Background: an optimization exercise with open tools, aiming at small area. Do not read the settings as production practice.
In this exercise RTL edits were held to simulation tests only and were not proved equivalent to the original.
The flow treats the clock pin as an ideal source, which a real chip does not have.
Power figures rest on the tool's default switching activity, not on a simulated workload.

==> v38 <==
// ex_stage
module ex_stage (
    input  logic                  iw_clk,
    input  logic                  iw_rst,
    input  logic                  instr_valid,
    input  logic [24-1:0] instr,     
    input  logic [24-1:0] pc,
    output logic [24+5:0] result,    
    output logic [24:0]   branch,    
    output logic [3:0]            flags      
);
==> module ex_alu, before the edit <==
module ex_alu (
    input  logic [24-1:0] a,         
    input  logic [24-1:0] b,         
    input  logic                  sub,
    input  logic                  sel_sum,
    input  logic                  sel_and,
    input  logic                  sel_or,
    input  logic                  sel_xor,
    input  logic                  sel_shl,
    input  logic                  sel_shr,
    output logic [24-1:0] res,
    output logic                  cout,
    output logic                  ovf,
    output logic                  big        
);
    localparam int W = 24;
    logic [W-1:0] g, p, sum, y;
    ex_add add_i (.a(a), .b(b), .sub(sub), .g(g), .p(p), .sum(sum), .cout(cout), .ovf(ovf));
    ex_shift shift_i (.a(a), .amt(b[4:0]), .rev(sel_shl), .y(y));
    logic sel_g, sel_p, en_shr, en_shl;
    assign big    = (|b[W-1:5]) | (b[4] & b[3]);
    assign sel_g  = sel_and | sel_or;
    assign sel_p  = sel_or | sel_xor;
    assign en_shr = sel_shr & ~big;
    assign en_shl = sel_shl & ~big;
    for (genvar i = 0; i < W; i++) begin : g_res
        ex_ao5 res_i (.s0(sel_sum), .d0(sum[i]), .s1(sel_g), .d1(g[i]), .s2(sel_p), .d2(p[i]),
                      .s3(en_shr), .d3(y[i]), .s4(en_shl), .d4(y[W-1-i]), .y(res[i]));
    end
endmodule
==> module ex_add, before the edit <==
module ex_add (
    input  logic [24-1:0] a,
    input  logic [24-1:0] b,
    input  logic                  sub,
    output logic [24-1:0] g,
    output logic [24-1:0] p,
    output logic [24-1:0] sum,
    output logic                  cout,
    output logic                  ovf
);
    localparam int W = 24;
    logic [W-1:0] bx, gg, pp;
    logic [W:0]   c;
    assign bx = b ^ {W{sub}};
    assign g  = a & bx;
    assign p  = a ^ bx;
    always_comb begin
        gg = g;
        pp = p;
        gg[0] = g[0] | (p[0] & sub);
        for (int d = 1; d < W; d = d * 2)
            for (int i = 2 * d - 1; i < W; i += 2 * d) begin
                gg[i] = gg[i] | (pp[i] & gg[i-d]);
                pp[i] = pp[i] & pp[i-d];
            end
        for (int d = 8; d >= 1; d = d / 2)
            for (int i = 3 * d - 1; i < W; i += 2 * d) begin
                gg[i] = gg[i] | (pp[i] & gg[i-d]);
                pp[i] = pp[i] & pp[i-d];
            end
    end
    assign c    = {gg, sub};
    assign sum  = p ^ c[W-1:0];
    assign cout = c[W];
    assign ovf  = c[W] ^ c[W-1];
endmodule
==> module ex_shift, before the edit <==
module ex_shift (
    input  logic [24-1:0] a,
    input  logic [4:0]            amt,
    input  logic                  rev,
    output logic [24-1:0] y
);
    localparam int W = 24;
    logic [W-1:0] l [6];    
    for (genvar i = 0; i < W; i++) begin : g_rev
        ex_mx2i m_i (.a(a[i]), .b(a[W-1-i]), .s(rev), .y(l[0][i]));
    end
    for (genvar k = 0; k < 5; k++) begin : g_lvl
        for (genvar i = 0; i < W; i++) begin : g_bit
            if (i + (1 << k) < W) begin : g_mux
                ex_mx2i m_i (.a(l[k][i]), .b(l[k][i + (1 << k)]), .s(amt[k]), .y(l[k+1][i]));
            end else if (k % 2 == 0) begin : g_fill_n
                ex_nor2 f_i (.a(l[k][i]), .b(amt[k]), .y(l[k+1][i]));
            end else begin : g_fill_t
                ex_nand2b f_i (.a(l[k][i]), .b_n(amt[k]), .y(l[k+1][i]));
            end
        end
    end
    assign y = l[5];
endmodule
==> module ex_mx2i, before the edit <==
module ex_mx2i (
    input  logic a, b, s,
    output logic y
);
    assign y = ~(s ? b : a);
endmodule
==> module ex_nor2, before the edit <==
module ex_nor2 (
    input  logic a, b,
    output logic y
);
    assign y = ~(a | b);
endmodule
==> module ex_nand2b, before the edit <==
module ex_nand2b (
    input  logic a, b_n,
    output logic y
);
    assign y = ~(a & ~b_n);
endmodule
==> module ex_ao5, before the edit <==
module ex_ao5 (
    input  logic s0, d0, s1, d1, s2, d2, s3, d3, s4, d4,
    output logic y
);
    assign y = (s0 & d0) | (s1 & d1) | (s2 & d2) | (s3 & d3) | (s4 & d4);
endmodule
==> flow/config.mk <==
export PLATFORM = sky130hd
export DESIGN_NAME = ex_stage
export DESIGN_NICKNAME = ex_stage
export VERILOG_FILES = /design/flow/design.v
export SDC_FILE = /design/flow/constraint.sdc
export NUM_CORES = 4
export LEC_CHECK = 0
export CAP_MARGIN = 20
export CORE_MARGIN = 2
export CORE_UTILIZATION = 45
export GPL_TIMING_DRIVEN = 0
export SETUP_SLACK_MARGIN = 0.1
export SLEW_MARGIN = 20
export SYNTH_HIERARCHICAL = 1
==> flow/constraint.sdc <==
create_clock -name core_clock -period 8.0 [get_ports {iw_clk}]
set_input_delay 1.6000 -clock core_clock [delete_from_list [all_inputs] [get_ports {iw_clk}]]
set_output_delay 1.6000 -clock core_clock [all_outputs]
set_load 0.01 [all_outputs]
standard.sh (not shown) runs the stock make flow with config.mk's settings and CLKGATE_MAP_FILE= SYNTH_SCRIPT=/design/flow/synth_recipe.tcl, a recipe that flattens the netlist after the stock synthesis.
==> flow/flow/run.sh <==
#!/bin/bash
# Own layout flow: the standard flow (standard.sh, unchanged synthesis)
# with these changes to how the layout is made:
#  - the buffers that synthesis (ABC) inserted are removed at floorplan,
#    and placement's repair inserts the ones the layout needs,
#  - port buffers are buf_1 instead of the default buffer cell,
#  - clock tree synthesis without dummy loads, with clkbuf_8 buffers and
#    sink clusters of up to 16 flip-flops,
#  - after clock tree synthesis (flow/post_cts.tcl): power recovery
#    (downsizing cells off the critical paths), then slew/capacitance and
#    setup repair and placement legalization again.
# standard.sh's output goes to standard_flow.log here; ORFS keeps each
# step's own log under orfs/logs/.
set -euo pipefail
bash standard.sh \
  "BUFFER_PORTS_ARGS=-buffer_cell sky130_fd_sc_hd__buf_1" \
  "CTS_ARGS=-sink_clustering_enable -repair_clock_nets -buf_list sky130_fd_sc_hd__clkbuf_8 -sink_clustering_size 16 -sink_clustering_max_diameter 50 -dont_use_dummy_load" \
  "POST_CTS_TCL=$(pwd)/flow/post_cts.tcl" \
  "REMOVE_ABC_BUFFERS=1" \
  finish > standard_flow.log 2>&1
==> flow/flow/post_cts.tcl <==
# Downsize cells off the critical paths, then fix any slew or capacitance
# violation that creates, and legalize the placement again.
estimate_parasitics -placement
repair_timing -recover_power 100 -setup_margin $::env(SETUP_SLACK_MARGIN) -verbose
repair_design_helper
detailed_placement
estimate_parasitics -placement
repair_timing_helper -setup
detailed_placement
check_placement -verbose
==> v31 (differences from v38) <==
--- a/flow/design.v
+++ b/flow/design.v
@@ -141,32 +141,8 @@
     output logic                  big        
 );
     localparam int W = 24;
-    logic [W-1:0] g, p, sum, y;
-    ex_add add_i (.a(a), .b(b), .sub(sub), .g(g), .p(p), .sum(sum), .cout(cout), .ovf(ovf));
-    ex_shift shift_i (.a(a), .amt(b[4:0]), .rev(sel_shl), .y(y));
-    logic sel_g, sel_p, en_shr, en_shl;
-    assign big    = (|b[W-1:5]) | (b[4] & b[3]);
-    assign sel_g  = sel_and | sel_or;
-    assign sel_p  = sel_or | sel_xor;
-    assign en_shr = sel_shr & ~big;
-    assign en_shl = sel_shl & ~big;
-    for (genvar i = 0; i < W; i++) begin : g_res
-        ex_ao5 res_i (.s0(sel_sum), .d0(sum[i]), .s1(sel_g), .d1(g[i]), .s2(sel_p), .d2(p[i]),
-                      .s3(en_shr), .d3(y[i]), .s4(en_shl), .d4(y[W-1-i]), .y(res[i]));
-    end
-endmodule
-module ex_add (
-    input  logic [24-1:0] a,
-    input  logic [24-1:0] b,
-    input  logic                  sub,
-    output logic [24-1:0] g,
-    output logic [24-1:0] p,
-    output logic [24-1:0] sum,
-    output logic                  cout,
-    output logic                  ovf
-);
-    localparam int W = 24;
-    logic [W-1:0] bx, gg, pp;
+    logic [W-1:0] bx, g, p, sum;
+    logic [W-1:0] gg, pp;
     logic [W:0]   c;
     assign bx = b ^ {W{sub}};
     assign g  = a & bx;
@@ -190,54 +166,23 @@
     assign sum  = p ^ c[W-1:0];
     assign cout = c[W];
     assign ovf  = c[W] ^ c[W-1];
-endmodule
-module ex_shift (
-    input  logic [24-1:0] a,
-    input  logic [4:0]            amt,
-    input  logic                  rev,
-    output logic [24-1:0] y
-);
-    localparam int W = 24;
-    logic [W-1:0] l [6];    
-    for (genvar i = 0; i < W; i++) begin : g_rev
-        ex_mx2i m_i (.a(a[i]), .b(a[W-1-i]), .s(rev), .y(l[0][i]));
-    end
-    for (genvar k = 0; k < 5; k++) begin : g_lvl
-        for (genvar i = 0; i < W; i++) begin : g_bit
-            if (i + (1 << k) < W) begin : g_mux
-                ex_mx2i m_i (.a(l[k][i]), .b(l[k][i + (1 << k)]), .s(amt[k]), .y(l[k+1][i]));
-            end else if (k % 2 == 0) begin : g_fill_n
-                ex_nor2 f_i (.a(l[k][i]), .b(amt[k]), .y(l[k+1][i]));
-            end else begin : g_fill_t
-                ex_nand2b f_i (.a(l[k][i]), .b_n(amt[k]), .y(l[k+1][i]));
-            end
-        end
+    logic [W-1:0] x, y;
+    assign big = (|b[W-1:5]) | (b[4] & b[3]);
+    always_comb begin
+        for (int i = 0; i < W; i++) x[i] = sel_shl ? a[W-1-i] : a[i];
+        y = x;
+        for (int k = 0; k < 5; k++)
+            if (b[k]) y = y >> (1 << k);
     end
-    assign y = l[5];
-endmodule
-module ex_mx2i (
-    input  logic a, b, s,
-    output logic y
-);
-    assign y = ~(s ? b : a);
-endmodule
-module ex_nor2 (
-    input  logic a, b,
-    output logic y
-);
-    assign y = ~(a | b);
-endmodule
-module ex_nand2b (
-    input  logic a, b_n,
-    output logic y
-);
-    assign y = ~(a & ~b_n);
-endmodule
-module ex_ao5 (
-    input  logic s0, d0, s1, d1, s2, d2, s3, d3, s4, d4,
-    output logic y
-);
-    assign y = (s0 & d0) | (s1 & d1) | (s2 & d2) | (s3 & d3) | (s4 & d4);
+    logic sel_g, sel_p, en_shr, en_shl;
+    assign sel_g  = sel_and | sel_or;
+    assign sel_p  = sel_or | sel_xor;
+    assign en_shr = sel_shr & ~big;
+    assign en_shl = sel_shl & ~big;
+    always_comb
+        for (int i = 0; i < W; i++)
+            res[i] = (sel_sum & sum[i]) | (sel_g & g[i]) | (sel_p & p[i]) |
+                     (en_shr & y[i]) | (en_shl & y[W-1-i]);
 endmodule
 `timescale 1ns/1ps
 module ex_result_reg (
==> flow/run.sh (new file) <==
#!/bin/bash
# synth_recipe.tcl (not shown) runs the flow's synth.tcl, then flattens the netlist and writes it again
# the make line also repeats each setting of config.mk as NAME=value (left out here)
make -C /OpenROAD-flow-scripts/flow DESIGN_CONFIG=/design/flow/config.mk WORK_HOME=/design/flow/orfs CLKGATE_MAP_FILE= SYNTH_SCRIPT=/design/flow/synth_recipe.tcl finish
- CTS_BUF_LIST: unset -> sky130_fd_sc_hd__clkbuf_8
- SETUP_SLACK_MARGIN: 0.1 -> 0
removed: flow/flow/run.sh
removed: flow/flow/post_cts.tcl
removed: flow/standard.sh
==> v5 (differences from v38) <==
==> flow/flow/run.sh (replaced) <==
#!/bin/bash
# Own layout flow: the standard flow (standard.sh, unchanged synthesis)
# with two changes to how the layout is made:
#  - port buffers are buf_1 instead of the default buffer cell,
#  - clock tree synthesis without dummy loads, with clkbuf_8 buffers and
#    sink clusters of up to 18 flip-flops.
# standard.sh's output goes to standard_flow.log here; ORFS keeps each
# step's own log under orfs/logs/.
set -euo pipefail
bash standard.sh \
  "BUFFER_PORTS_ARGS=-buffer_cell sky130_fd_sc_hd__buf_1" \
  "CTS_ARGS=-sink_clustering_enable -repair_clock_nets -buf_list sky130_fd_sc_hd__clkbuf_8 -sink_clustering_size 18 -sink_clustering_max_diameter 60 -dont_use_dummy_load" \
  finish > standard_flow.log 2>&1
- GPL_TIMING_DRIVEN: 0 -> 1
- SETUP_SLACK_MARGIN: 0.1 -> 0.05
removed: flow/flow/post_cts.tcl
==> v33 (differences from v38) <==
==> flow/run.sh (new file) <==
#!/bin/bash
# synth_recipe.tcl (not shown) runs the flow's synth.tcl, then flattens the netlist and writes it again
# the make line also repeats each setting of config.mk as NAME=value (left out here)
make -C /OpenROAD-flow-scripts/flow DESIGN_CONFIG=/design/flow/config.mk WORK_HOME=/design/flow/orfs CLKGATE_MAP_FILE= SYNTH_SCRIPT=/design/flow/synth_recipe.tcl finish
- CTS_BUF_LIST: unset -> sky130_fd_sc_hd__clkbuf_8
- SETUP_SLACK_MARGIN: 0.1 -> 0
removed: flow/flow/run.sh
removed: flow/flow/post_cts.tcl
removed: flow/standard.sh
==> run summary <==
Worst setup path:
- Tracing the worst setup path back leads to its startpoint at instr[23].
- The endpoint identified for the worst register-to-register timing path is flags[1].

Finish:
- The total inserted antenna cells is 1.
- The final layout net count is 1789.

Synth:
- The count of mapped cells out of synthesis is 1480.

Detailed routing:
- The wire length on met2 is between 30000 and 40000 um.
- The first TritonRoute pass finished after 10 iterations.

Status:
- The flow ran to the end and the layout has no timing, DRC or antenna violations.

Power:
- The clock group total power is 0.00202 W.

Place:
- At the placement stage, the worst setup path has a slack of -0.7827 ns.
Source of the figures above: v33

==> run summary <==
Worst setup path:
- The number of buffers and inverters on the critical path is 1.
- Measured in cells, the most critical reg-to-reg path has a length of 18.
- In this run the worst setup path begins at instr[11].
- The worst register-to-register path ends at flags[1].

Place:
- The last weighted congestion value of the routability-driven placer is around 0.93.
- The pre-CTS setup slack is -0.4124 ns.

Finish:
- The total inserted antenna cells is 4.
- Ranked by flip-flop count, first place goes to regs.
- Of the total standard cell area in the layout, the multi-input combinational portion is 0.3466.
- In the layout the tool counted multi-input logic cells amounting to 967.
- After the last flow step, the layout net total stands at 1713.

Power:
- The clock group total power is roughly 0.0012 W.
- The power consumed by sequential cells is 0.00262 W.

Synth:
- The count of mapped cells out of synthesis is 1480.

Detailed routing:
- The detailed router finished its first iteration with 3066 violations.
- The wire length on met2 is 32840 um.

Status:
- The flow ran to the end and the layout has no timing, DRC or antenna violations.

GRT:
- The wire length of the first global-routing pass is 101100 um.
Source of the figures above: v38

==> run summary <==
Status:
- The run finished with no timing, DRC or antenna violations.

Worst setup path:
- On the worst path, the slowest cell contributes a delay of around 0.60 ns.
- In this run the critical register-to-register path is captured at regs[87].
- Of all nets on the critical path, the largest fanout is 18.
- The critical path launch point is instr[22].

Place:
- Timing analysis after detailed placement gives a worst setup slack of 0.4824 ns.

Power:
- The clock group total power is 0.00109 W.

Synth:
- The proportion of synthesized area in mux cells is 0.05583.
- The count of mapped cells out of synthesis is 1480.

Finish:
- The total inserted antenna cells is 0.
- The net count of the finished layout is 1768.
- The clock buffer instance count of the final layout is 35.

Detailed routing:
- In this run, the number of DRC markers left after iteration 0 of detailed routing was 3505.
- The routed design uses 32650 um of met2 wire.
- For this run, the detailed router's first-pass iteration total came to 11.

GRT:
- The via count of the first global-routing pass came to roughly 16000.

Min path:
- The tightest min-delay check is of the register to register type.
Source of the figures above: v5

==> run summary <==
Timing:
- The part of the cycle the worst path needs is 0.9765.

Status:
- The flow ran to the end and the layout has no timing, DRC or antenna violations.

Synth:
- The count of mapped cells out of synthesis is 1528.
- The predominant post-synthesis flop cell is sky130_fd_sc_hd__edfxtp_1.

GRT:
- For this run, global-route usage on met1 was measured as 0.4455.
- In the global route stage, overall resource usage came out at 0.3303.

Finish:
- The register with the most flip-flops in the layout has approximately 380 of them.
- The fraction of standard cell area in multi-input logic is 0.3337.
- The final sequential cell count is 436.
- In the final design database the tool counted 1868 nets.
- The number of antenna diodes in the final layout is 4.

Place:
- Prior to clock tree synthesis, the placed netlist has a worst setup slack of -1.440 ns.
- After detailed placement, the design holds a cell count of 2293.

Worst setup path:
- The number of buffer and inverter instances along the worst setup path is 3.
- In this run the worst setup path begins at instr[21].
- The worst register-to-register path ends at regs[359].
- Broken down by cell family, the worst path's largest delay share belongs to simple AND/OR/NAND/NOR gates.

Detailed routing:
- The wire length on met2 is approximately 38000 um.

Min path:
- The min-delay analysis places its worst path in the category register to register.

Power:
- In this run, power in the clock network comes to roughly 0.0018 W.
Source of the figures above: v31

## separate check: timing with driven ports
In the flow no input, the clock included, has a driving cell. The finished layouts below were timed again as built, in two steps. Step 1 assumes that a clkbuf_16 drives the clock port and a buf_2 every other input. Step 2 also shifts input and output timing later by t, the mid clock arrival at the registers, as if the neighbouring blocks saw the same clock. Slacks: no drivers / after step 1 / after step 2; pairs: no drivers / after step 1.
run	t, ns	slack for setup (ns)	clock arrival spread, ns	slew at the worst register clock pin (ns)	cell pins on the clock port's net
v38	0.660	0.256 / 0.279 / -0.382	0.061 / 0.061	0.10 / 0.10	1
v31	0.695	0.188 / 0.192 / -0.502	0.035 / 0.035	0.07 / 0.07	1
v5	0.662	0.861 / 0.866 / 0.204	0.096 / 0.096	0.11 / 0.11	1
v33	0.701	0.213 / 0.241 / -0.460	0.041 / 0.040	0.07 / 0.07	1
With both steps, setup timing fails in v38, v31 and v33, where it was met with ideal ports. For v31, which loses most, drivers alone change the setup slack by +0.004 ns; drivers and shift together by -0.690 ns.
